What follows belongs to an exercise in optimizing a design on an open flow for small area; a production flow would make more cautious choices. Function was checked by simulation only, so behaviour that the tests miss may differ from the original. Power figures rest on the tool's default switching activity, not on a simulated workload.

==> flow/design.v <==
module clk_div_multi #(
    parameter int          N_CH        = 4,
    parameter int          CH_W        = 2,
    parameter int          CNT_W       = 32,
    parameter int unsigned DEFAULT_DIV = 100000000
) (
    input  logic             clk,
    input  logic             rst,
    input  logic             sync,
    input  logic             wr_en,
    input  logic [CH_W-1:0]  wr_ch,
    input  logic [CNT_W-1:0] wr_div,
    output logic [N_CH-1:0]  clkout,
    output logic [N_CH-1:0]  tick,
    output logic [N_CH-1:0]  pending
);
    localparam int               HW      = CNT_W - 1;
    localparam logic [CNT_W-1:0] DEF_DIV = CNT_W'(DEFAULT_DIV);
    localparam logic [HW-1:0]    CNT_RST  = DEF_DIV[CNT_W-1:1];
    localparam logic [HW-1:0]    CNT_RST1 = CNT_RST - 1'b1;
    logic force_load;
    assign force_load = sync;
    logic fresh;
    always_ff @(posedge clk or posedge rst) begin
        if (rst) fresh <= 1'b1;
        else     fresh <= 1'b0;
    end
    logic [CNT_W-1:0] wd;
    assign wd    = fresh ? DEF_DIV : wr_div;
    for (genvar i = 0; i < N_CH; i++) begin : g_ch
        logic [CNT_W-1:0] reg_a;
        logic [CNT_W-1:0] reg_b;
        logic             first_q;
        logic [HW-1:0]    cnt_nq;
        logic [HW-1:0]    cnt_q;
        logic             ptr_q;
        logic             shd_q;
        logic             ph_q;
        logic             wr_hit;
        logic             d_hz, d_0;
        logic             d_zero, d_one;
        logic             cnt_hz;
        logic             p_end;
        logic [HW-1:0]    dec;
        logic             tick_c;
        logic             load;
        logic             ldv;
        logic             sw;
        logic             s_sel;
        logic             use_a, use_b, use_c;
        logic [HW-1:0]    cnt_n;
        logic [HW:0]      brw;
        logic             ptr_n;
        logic             shd_n;
        logic             ph_n;
        logic             wr_a, wr_b;
        always_comb begin
            cnt_q  = ~cnt_nq;
            wr_hit = wr_en && (wr_ch == CH_W'(i));
            d_hz   = first_q && (cnt_q == '0);
            d_0    = ptr_q ? reg_b[0] : reg_a[0];
            d_zero = d_hz && !d_0;
            d_one  = d_hz && d_0;
            cnt_hz = (cnt_q[HW-1:1] == '0);
            p_end  = cnt_hz && (cnt_q[0] ^ (!ph_q && d_0));
            tick_c = p_end && (ph_q || d_one) && !fresh;
            load   = tick_c || d_zero || force_load;
            ldv    = load && !fresh;
            sw     = p_end && !ph_q;
            s_sel  = ptr_q ^ shd_q;
            use_a  = ldv ? !s_sel : (sw && !ptr_q && !fresh);
            use_b  = ldv ?  s_sel : (sw &&  ptr_q && !fresh);
            use_c  = !ldv && !sw && !fresh;
            brw[0] = 1'b1;
            for (int k = 0; k < HW; k++) begin
                dec[k]     = cnt_q[k] ^ brw[k];
                brw[k+1]   = brw[k] & !cnt_q[k];
            end
            cnt_n  = ({HW{use_a}} & reg_a[CNT_W-1:1]) |
                     ({HW{use_b}} & reg_b[CNT_W-1:1]) |
                     ({HW{use_c}} & dec) |
                     ({HW{fresh}} & (force_load ? CNT_RST : CNT_RST1));
            ph_n   = !load && (ph_q || p_end) && !fresh;
            ptr_n  = ptr_q ^ (load && shd_q);
            shd_n  = wr_hit || (shd_q && !load);
            wr_a   = wr_hit &&  ptr_n;
            wr_b   = wr_hit && !ptr_n;
        end
        always_ff @(posedge clk or posedge rst) begin
            if (rst) begin
                ptr_q <= 1'b0;
                shd_q <= 1'b0;
                ph_q  <= 1'b0;
            end else begin
                ptr_q <= ptr_n;
                shd_q <= shd_n;
                ph_q  <= ph_n;
            end
        end
        always_ff @(posedge clk) begin
            cnt_nq <= ~cnt_n;
            first_q <= load;
            if (wr_a || fresh) begin
                reg_a <= wd;
            end
            if (wr_b) begin
                reg_b <= wr_div;
            end
        end
        assign clkout[i]  = ph_q;
        assign tick[i]    = tick_c;
        assign pending[i] = shd_q && (reg_a != reg_b);
    end
endmodule
==> flow/standard.sh <==
#!/bin/bash
# synth_recipe.tcl (not shown) runs the flow's synth.tcl, then flattens the netlist and writes it again
# the make line also repeats each setting of config.mk as NAME=value (left out here)
make -C /OpenROAD-flow-scripts/flow DESIGN_CONFIG=/design/flow/config.mk WORK_HOME=/design/flow/orfs CLKGATE_MAP_FILE= SYNTH_SCRIPT=/design/flow/synth_recipe.tcl "${@:-finish}"
==> flow/constraint.sdc <==
create_clock -name core_clock -period 10.0 [get_ports {clk}]
set_input_delay 2.0000 -clock core_clock [delete_from_list [all_inputs] [get_ports {clk}]]
set_output_delay 2.0000 -clock core_clock [all_outputs]
set_load 0.01 [all_outputs]
==> flow/config.mk <==
export PLATFORM = sky130hd
export DESIGN_NAME = clk_div_multi
export DESIGN_NICKNAME = clk_div_multi
export VERILOG_FILES = /design/flow/design.v
export SDC_FILE = /design/flow/constraint.sdc
export NUM_CORES = 4
export LEC_CHECK = 0
export CAP_MARGIN = 20
export CORE_MARGIN = 2
export CORE_UTILIZATION = 40
export SLEW_MARGIN = 20
==> flow/flow/run.sh <==
#!/bin/bash
# Own layout flow: the standard ORFS flow (standard.sh) with these changes.
#  1. Synthesis runs the standard flow's synthesis script (synth_recipe.tcl) unchanged, but with an
#     area-oriented ABC mapping script (flow/abc_area.script) and without Yosys's
#     half/full-adder extraction (ADDER_MAP_FILE empty), so ABC maps the counters'
#     ripple chains itself. Registers are untouched by either change.
#  2. CTS uses clkbuf_8 clock buffers, sink clusters of up to 16 flip-flops, and no
#     dummy loads.
#  3. Ports are buffered with buf_1.
# Every other step is standard.sh's, with the design's settings. Each make run's full
# output goes to its own log here; ORFS's per-step logs are under orfs/logs/.
set -euo pipefail
HERE=$(pwd)

# Synthesis scripts: ORFS's, with the ABC script replaced.
rm -rf "$HERE/synth_scripts"
cp -r "$FLOW_HOME/scripts" "$HERE/synth_scripts"
cp "$HERE/flow/abc_area.script" "$HERE/synth_scripts/abc_speed.script"

bash standard.sh SCRIPTS_DIR="$HERE/synth_scripts" ADDER_MAP_FILE= synth > "$HERE/synth.log" 2>&1

bash standard.sh \
  "CTS_ARGS=-sink_clustering_enable -repair_clock_nets -dont_use_dummy_load -buf_list sky130_fd_sc_hd__clkbuf_8 -sink_clustering_size 20 -sink_clustering_max_diameter 50" \
  "BUFFER_PORTS_ARGS=-buffer_cell sky130_fd_sc_hd__buf_1" \
  finish > "$HERE/layout.log" 2>&1
==> flow/flow/abc_area.script <==
&get -n
&st
&dch
&nf -R 1000 -p
&put
==> metrics.yaml, run 1 <==
seq_area_um2: 10600
ff2ff_path_depth: 16
worstHoldStart: "g_ch[2].reg_a[17]"
drive_above_1_share: 0.0540
path_cells: "nand4_1, nor4_1, and4_1, a21oi_1, nor3_1, buf_1"
slowest_stage: "nor4_1"
setup_violations: 0
r2r_slack_ns: 5.18
track_usage: 0.206
drv_slew: 0
final.min_clock_period_ns: 5.19
finalWorstSetupSlack_ns: 4.81
syn-num-nets: 1297
drc_errors: 0
cts_buffers: 37
r2r_start: "g_ch[0].cnt_nq[0]"
leakage_nw: 5.76
grt_pass1_wl_mm: 65.5
ys.flop_type: "edfxtp_1"
fin_skew_ns: 0.0624
cts_setup_buffers: 0
ys_top_cells_by_count: "edfxtp_1, xnor2_1, dfxtp_1, a21oi_1, nand2_1"
holdPathStages: 1
yosys.area.top_type: "edfxtp_1"
fp.dieW_um: 206
cts_tree: "done"
die-area_um2: 42500
std_cell_rows: 74
utilization: 0.441
die_y_um: 206
fin_nets: 1392
status: "complete, no violations"
cts_hold_buf: 0
synthCells: 1259
antenna_left: 0
io_buffer_count: 49
r2r-end: "g_ch[0].cnt_nq[30]"
ctsResizeCount: 0
end_kind: "output pin"
syn_area_um2: 16400
yosysWarnings: 1
initial_core_util: 0.403
maxCapViolations: 0
synthArstFlopShare: 0.0327
critPathBufInv: 1
power.density_nw_per_um2: 174
dp_cells: 1847
rsz0062_at_grt: "false"
core_area_um2: 40600
syn_avg_cell_area_um2: 13.0
cts_sinks: 397
yosys-top-cells-area: "edfxtp_1, dfxtp_1, xnor2_1, a222oi_1, a21oi_1"
start_kind: "flip-flop"
hp-class: "flip-flop to flip-flop"
min_to: "g_ch[2].cnt_nq[16]"
synth_most_common_cell: "edfxtp_1"
hold_viol_final: 0
dp_hpwl_mm: 29.5
swShare: 0.256
synth_cell_types: 45
power_frac_comb: 0.104
synth_edf_count: 256
ir_drop_v: 0.0000653
p_seq_frac: 0.627
path_max_fanout: 5
fin_cells: 1885
period_share: 0.519
place.gp.congestion: 0.853
intPower_mw: 2.32
tightest_slew_ns: 1.18
fillCellCount: 3731
antenna_found_initial: 2
whs_ns: 0.454
first_pass_iters: 8
worstPathRequired_ns: 8.00
multiInputGateArea_um2: 5790
synth_top_area_frac: 0.470
grt_max_degree: 56
drt_iter0_drc: 1146
power.total_mw: 3.12
grt_overflow: 0
switchingPower_mw: 0.800
vias_per_cell: 5.80
slew_headroom: 0.208
ios: 50
placed_area_um2: 17400
crit_type: "flip-flop to output pin"
arrival_ns: 3.19
wl_per_cell_um: 23.1
area_delta_synth_final_pct: 9.47
clkTransAtPathRegs_ns: 0.10
grt_pass1_vias: 10852
crit_family: "simple AND/OR/NAND/NOR gates"
tns_ns: 0
synth_seq_cells: 397
vias: 10931
clockRootBuffer: "clkbuf_8"
htree_levels: 2
ys_seq_area_frac: 0.647
fmax_ghz: 0.193
clock_latency_ns: 0.58
power_frac_clock: 0.269
finalWirelength_mm: 43.5
design_area_um2: 17900
max_stage_delay_ns: 1.02
cts_buffer_depth: 3
place_ws_ns: 4.88
## sequential cells by signal, indices dropped and copies added, names as in the netlist
| name | flops |
|---|---|
| g_ch.reg_a | 128 |
| g_ch.ph_q | 4 |
| fresh | 1 |
| g_ch.reg_b | 128 |
| g_ch.shd_q | 4 |
| g_ch.ptr_q | 4 |
| g_ch.first_q | 4 |
| g_ch.cnt_nq | 124 |
## kinds of logic after synthesis
| logic type | share of synthesized area |
|---|---|
| muxes | 0.00245 |
| DFF | 0.647 |
| other | 0.000229 |
| buffers and inverters | 0.00712 |
| xor gates and xnor gates | 0.107 |
| and+or+nand+nor | 0.115 |
| AOI/OAI and AO/OA | 0.122 |
## cell type report
| type | instances | area share |
|---|---|---|
| inverters | 15 | 0.00315 |
| multi-input cells | 839 | 0.323 |
| flip-flops and latches | 397 | 0.591 |
| diodes | 1 | 0.000140 |
| clock buffers | 37 | 0.0284 |
| repair buffers | 64 | 0.0166 |
| well taps | 532 | 0.0372 |
## layer usage
layer | vias up | track usage | routed length (um)
met1 | 5451 | 0.285 | 19100
met5 | - | 0 | 0
met4 | 0 | 0.0704 | 1380
li1 | 5031 | - | -
met3 | 80 | 0.0361 | 3190
met2 | 369 | 0.330 | 19900
## worst max path at each step
stage / startpoint / end / slack (ns) / cells after the start
after floorplan: sync / g_ch[3].cnt_nq[20] / 5.21 / 8
after global placement: sync / g_ch[3].cnt_nq[4] / 5.04 / 10
after detailed placement: sync / g_ch[3].cnt_nq[5] / 4.88 / 10
after CTS: g_ch[0].cnt_nq[0] / tick[0] / 4.82 / 6
after global routing: g_ch[0].cnt_nq[0] / tick[0] / 4.71 / 6
final: g_ch[0].cnt_nq[13] / tick[0] / 4.81 / 6
## cells in the final DEF, fill, tap and decap left out, drive strengths merged, types with 15 or more instances in the layout
cell type  count
a221oi        18
dfxtp        128
and3          16
nand2         69
buf           64
a21oi         80
nor4          16
nor3          16
nor2b         41
xor2          27
edfxtp       256
or2           19
clkinv        15
a221o         24
nand4         57
a21o          15
a222oi        53
nor2          59
o21ai         37
xnor2        172
clkbuf        37
nand3         37
and2          15
## power groups by stage
stage | sequential, mW | clock [mW] | combinational [mW]
2_1_floorplan | 1.97 | 0 | 0.214
3_3_place_gp | 1.99 | 0 | 0.318
3_5_place_dp | 1.99 | 0 | 0.322
4_1_cts | 1.96 | 0.867 | 0.325
5_1_grt | 1.97 | 0.929 | 0.357
6_report | 1.96 | 0.841 | 0.325
==> run 2, diff against run 1 <==
--- a/flow/flow/run.sh
+++ b/flow/flow/run.sh
@@ -4,7 +4,7 @@
 #     area-oriented ABC mapping script (flow/abc_area.script) and without Yosys's
 #     half/full-adder extraction (ADDER_MAP_FILE empty), so ABC maps the counters'
 #     ripple chains itself. Registers are untouched by either change.
-#  2. CTS uses clkbuf_8 clock buffers, sink clusters of up to 16 flip-flops, and no
+#  2. CTS uses clkbuf_8 clock buffers, sink clusters of up to 16 flip-flops (100 um across), and no
 #     dummy loads.
 #  3. Ports are buffered with buf_1.
 # Every other step is standard.sh's, with the design's settings. Each make run's full
@@ -20,6 +20,6 @@
 bash standard.sh SCRIPTS_DIR="$HERE/synth_scripts" ADDER_MAP_FILE= synth > "$HERE/synth.log" 2>&1
 
 bash standard.sh \
-  "CTS_ARGS=-sink_clustering_enable -repair_clock_nets -dont_use_dummy_load -buf_list sky130_fd_sc_hd__clkbuf_8 -sink_clustering_size 20 -sink_clustering_max_diameter 50" \
+  "CTS_ARGS=-sink_clustering_enable -repair_clock_nets -dont_use_dummy_load -buf_list sky130_fd_sc_hd__clkbuf_8 -sink_clustering_size 16 -sink_clustering_max_diameter 100" \
   "BUFFER_PORTS_ARGS=-buffer_cell sky130_fd_sc_hd__buf_1" \
   finish > "$HERE/layout.log" 2>&1
==> run 2 against run 1 <==
  * Sequential power about the same
  * Hold slack about the same
  * Global-route usage down 0.12 points
  * Clock power down 11%
  * Die area unchanged
  * Final area down 0.69%
  * Core utilization down 0.31 points
  * Sequential cell count unchanged
  * Combinational power about the same
  * Sequential share of layout area up 0.41 points
  * Register-to-register slack better by 0.04 ns
  * Largest cell class unchanged
  * Largest power group unchanged
  * Highest routed layer unchanged
==> metrics.yaml, run 2 <==
status: "complete, no violations"
cts_buffers: 28  # -24%
drc_errors: 0  # unchanged
path_max_fanout: 5  # unchanged
drt_iter0_drc: 1245  # +8.6%
r2r-end: "g_ch[0].cnt_nq[30]"
first_pass_iters: 7  # -1
antenna_left: 0  # unchanged
swShare: 0.260  # +0.00368
multiInputGateArea_um2: 5790  # unchanged
grt_pass1_wl_mm: 65.4  # -0.16%
max_stage_delay_ns: 1.04  # +0.02 ns
power_frac_clock: 0.247  # -0.022
ys_top_cells_by_count: "edfxtp_1, xnor2_1, dfxtp_1, a21oi_1, nand2_1"
worstHoldStart: "g_ch[0].reg_a[13]"
syn-num-nets: 1297  # unchanged
yosys.area.top_type: "edfxtp_1"
fin_skew_ns: 0.0215  # -0.0409 ns
syn_area_um2: 16400  # unchanged
antenna_found_initial: 2  # unchanged
fmax_ghz: 0.191  # -0.90%
yosysWarnings: 1  # unchanged
synth_cell_types: 45  # unchanged
drive_above_1_share: 0.0477  # -0.00634
r2r_start: "g_ch[0].cnt_nq[0]"
power.density_nw_per_um2: 170  # -2.4%
wl_per_cell_um: 23.2  # +0.26%
grt_max_degree: 56  # unchanged
std_cell_rows: 74  # unchanged
vias: 10918  # -0.12%
track_usage: 0.205  # -0.00124
period_share: 0.523  # +0.00471
cts_hold_buf: 0  # unchanged
cts_buffer_depth: 3  # unchanged
switchingPower_mw: 0.787  # -1.6%
cts_sinks: 397  # unchanged
clockRootBuffer: "clkbuf_8"
reg.largest.list: "g_ch.reg_a x128, g_ch.reg_b x128, g_ch.cnt_nq x124"
yosys-top-cells-area: "edfxtp_1, dfxtp_1, xnor2_1, a222oi_1, a21oi_1"
syn_avg_cell_area_um2: 13.0  # unchanged
ff2ff_path_depth: 16  # unchanged
crit_family: "simple AND/OR/NAND/NOR gates"
whs_ns: 0.453  # -0.000314 ns
min_to: "g_ch[0].cnt_nq[12]"
power_frac_comb: 0.107  # +0.003
p_seq_frac: 0.646  # +0.019
htree_levels: 1  # -1
maxCapViolations: 0  # unchanged
grt_overflow: 0  # unchanged
synthCells: 1259  # unchanged
die_y_um: 206  # unchanged
worstPathRequired_ns: 8.00  # about the same
synth_seq_cells: 397  # unchanged
place.gp.congestion: 0.853  # unchanged
seq_area_um2: 10600  # unchanged
leakage_nw: 5.70  # -1.1%
hold_viol_final: 0  # unchanged
initial_core_util: 0.403  # unchanged
tns_ns: 0  # unchanged
critPathBufInv: 1  # unchanged
arrival_ns: 3.23  # +0.04 ns
die-area_um2: 42500  # unchanged
ir_drop_v: 0.000106  # +63%
rsz0062_at_grt: "false"
ios: 50  # unchanged
path_cells: "nand4_1, nor4_1, and4_1, a21oi_1, nor3_1, buf_1"
fin_nets: 1383  # -0.65%
io_buffer_count: 49  # unchanged
area_delta_synth_final_pct: 8.71
crit_type: "flip-flop to output pin"
dp_hpwl_mm: 29.5  # unchanged
clkTransAtPathRegs_ns: 0.11  # about the same
hp-class: "flip-flop to flip-flop"
ctsResizeCount: 0  # unchanged
core_area_um2: 40600  # unchanged
startpoint: "g_ch[0].cnt_nq[13]"
tightest_slew_ns: 1.20  # +0.0274 ns
r2r_slack_ns: 5.22  # +0.04 ns
ys.flop_type: "edfxtp_1"
slew_headroom: 0.190  # -0.0184
synthArstFlopShare: 0.0327  # unchanged
ys_seq_area_frac: 0.647  # unchanged
synth_edf_count: 256  # unchanged
start_kind: "flip-flop"
grt_pass1_vias: 10824  # -0.26%
drv_slew: 0  # unchanged
holdPathStages: 1  # unchanged
fillCellCount: 3726  # -0.13%
clock_latency_ns: 0.62  # +0.04 ns
layout_commonest_cell: "edfxtp_1"
finalWirelength_mm: 43.4  # -0.22%
synth_top_area_frac: 0.470  # unchanged
final.min_clock_period_ns: 5.23  # +0.0471 ns
fp.dieW_um: 206  # unchanged
synth_most_common_cell: "edfxtp_1"
end_kind: "output pin"
cts_tree: "done"
vias_per_cell: 5.82  # +0.36%
slowest_stage: "nor4_1"
final_cell_mix: "edfxtp_1, xnor2_1, dfxtp_1"
intPower_mw: 2.24  # -3.5%
setup_violations: 0  # unchanged
cts_setup_buffers: 0  # unchanged
[run 2: cell counts after synthesis]
Identical to the previous run, type by type.
[run 2: worst max-delay path by stage]
stage,endpoint,slack [ns],cells past startpoint
2_1_floorplan,g_ch[3].cnt_nq[20],5.21,8
3_3_place_gp,g_ch[3].cnt_nq[4],5.04,10
3_5_place_dp,g_ch[3].cnt_nq[5],4.88,10
4_1_cts,tick[0],4.78,6
5_1_grt,tick[0],4.70,6
6_report,tick[0],4.77,6
[run 2: cell families after synthesis]
group,count (synthesis),synth area share
multiplexers,4,0.00245
XOR/XNOR,199,0.107
buffers and inverters,23,0.00712
AO/OA/AOI/OAI,275,0.122
other,1,0.000229
AND/OR/NAND/NOR,360,0.115
flip-flops,397,0.647
[run 2: layer usage]
layer	wire length [um]	track usage
met1	18900	0.285
met2	20000	0.331
met3	3320	0.0331
met4	1240	0.0628
met5	0	0
[run 2: area by class of cell]
class                      count  share of cell area
inverter                      15             0.00317
multi-input combinational    839               0.326
tap                          532              0.0374
timing repair buffer          64              0.0167
sequential                   397               0.595
antenna                        1            0.000141
clock buffer                  28              0.0217
[run 2: stage by stage]
step	util	power, mW	area (um^2)	worst slack, ns	instances
2_1_floorplan	-	2.18	16400	5.21	1259
3_3_place_gp	0.429	2.31	17400	5.04	1847
3_5_place_dp	0.429	2.31	17400	4.88	1847
4_1_cts	0.438	3.05	17800	4.78	1875
5_1_grt	0.438	3.16	17800	4.70	1875
6_report	0.438	3.03	17800	4.77	1876
[run 2: power by group through the flow]
stage                     clock network (mW)  logic [mW]  registers, mW
final                                  0.747       0.325           1.96
after global routing                   0.829       0.358           1.97
after CTS                              0.770       0.325           1.96
after detailed placement                   0       0.322           1.99
after global placement                     0       0.318           1.99
after floorplan                            0       0.214           1.97

-- afterwards: timing with drivers on the ports --
In the flow no input, the clock included, has a driving cell. The finished layouts below were timed again as built, in two steps. Step 1 assumes that a clkbuf_16 drives the clock port and a buf_2 every other input. Step 2 also shifts input and output timing later by t, the mid clock arrival at the registers, as if the neighbouring blocks saw the same clock. Three values: ideal ports, drivers, drivers and shift; two values: the first two.
| run | t, ns | setup WS [ns] | worst setup path after step 2 |
|---|---|---|---|
| run 1 | 0.599 | 4.815 / 4.765 / 4.818 | input to register |
| run 2 | 0.653 | 4.768 / 4.721 / 4.799 | input to register |
After both steps setup and hold are still met in every run listed.
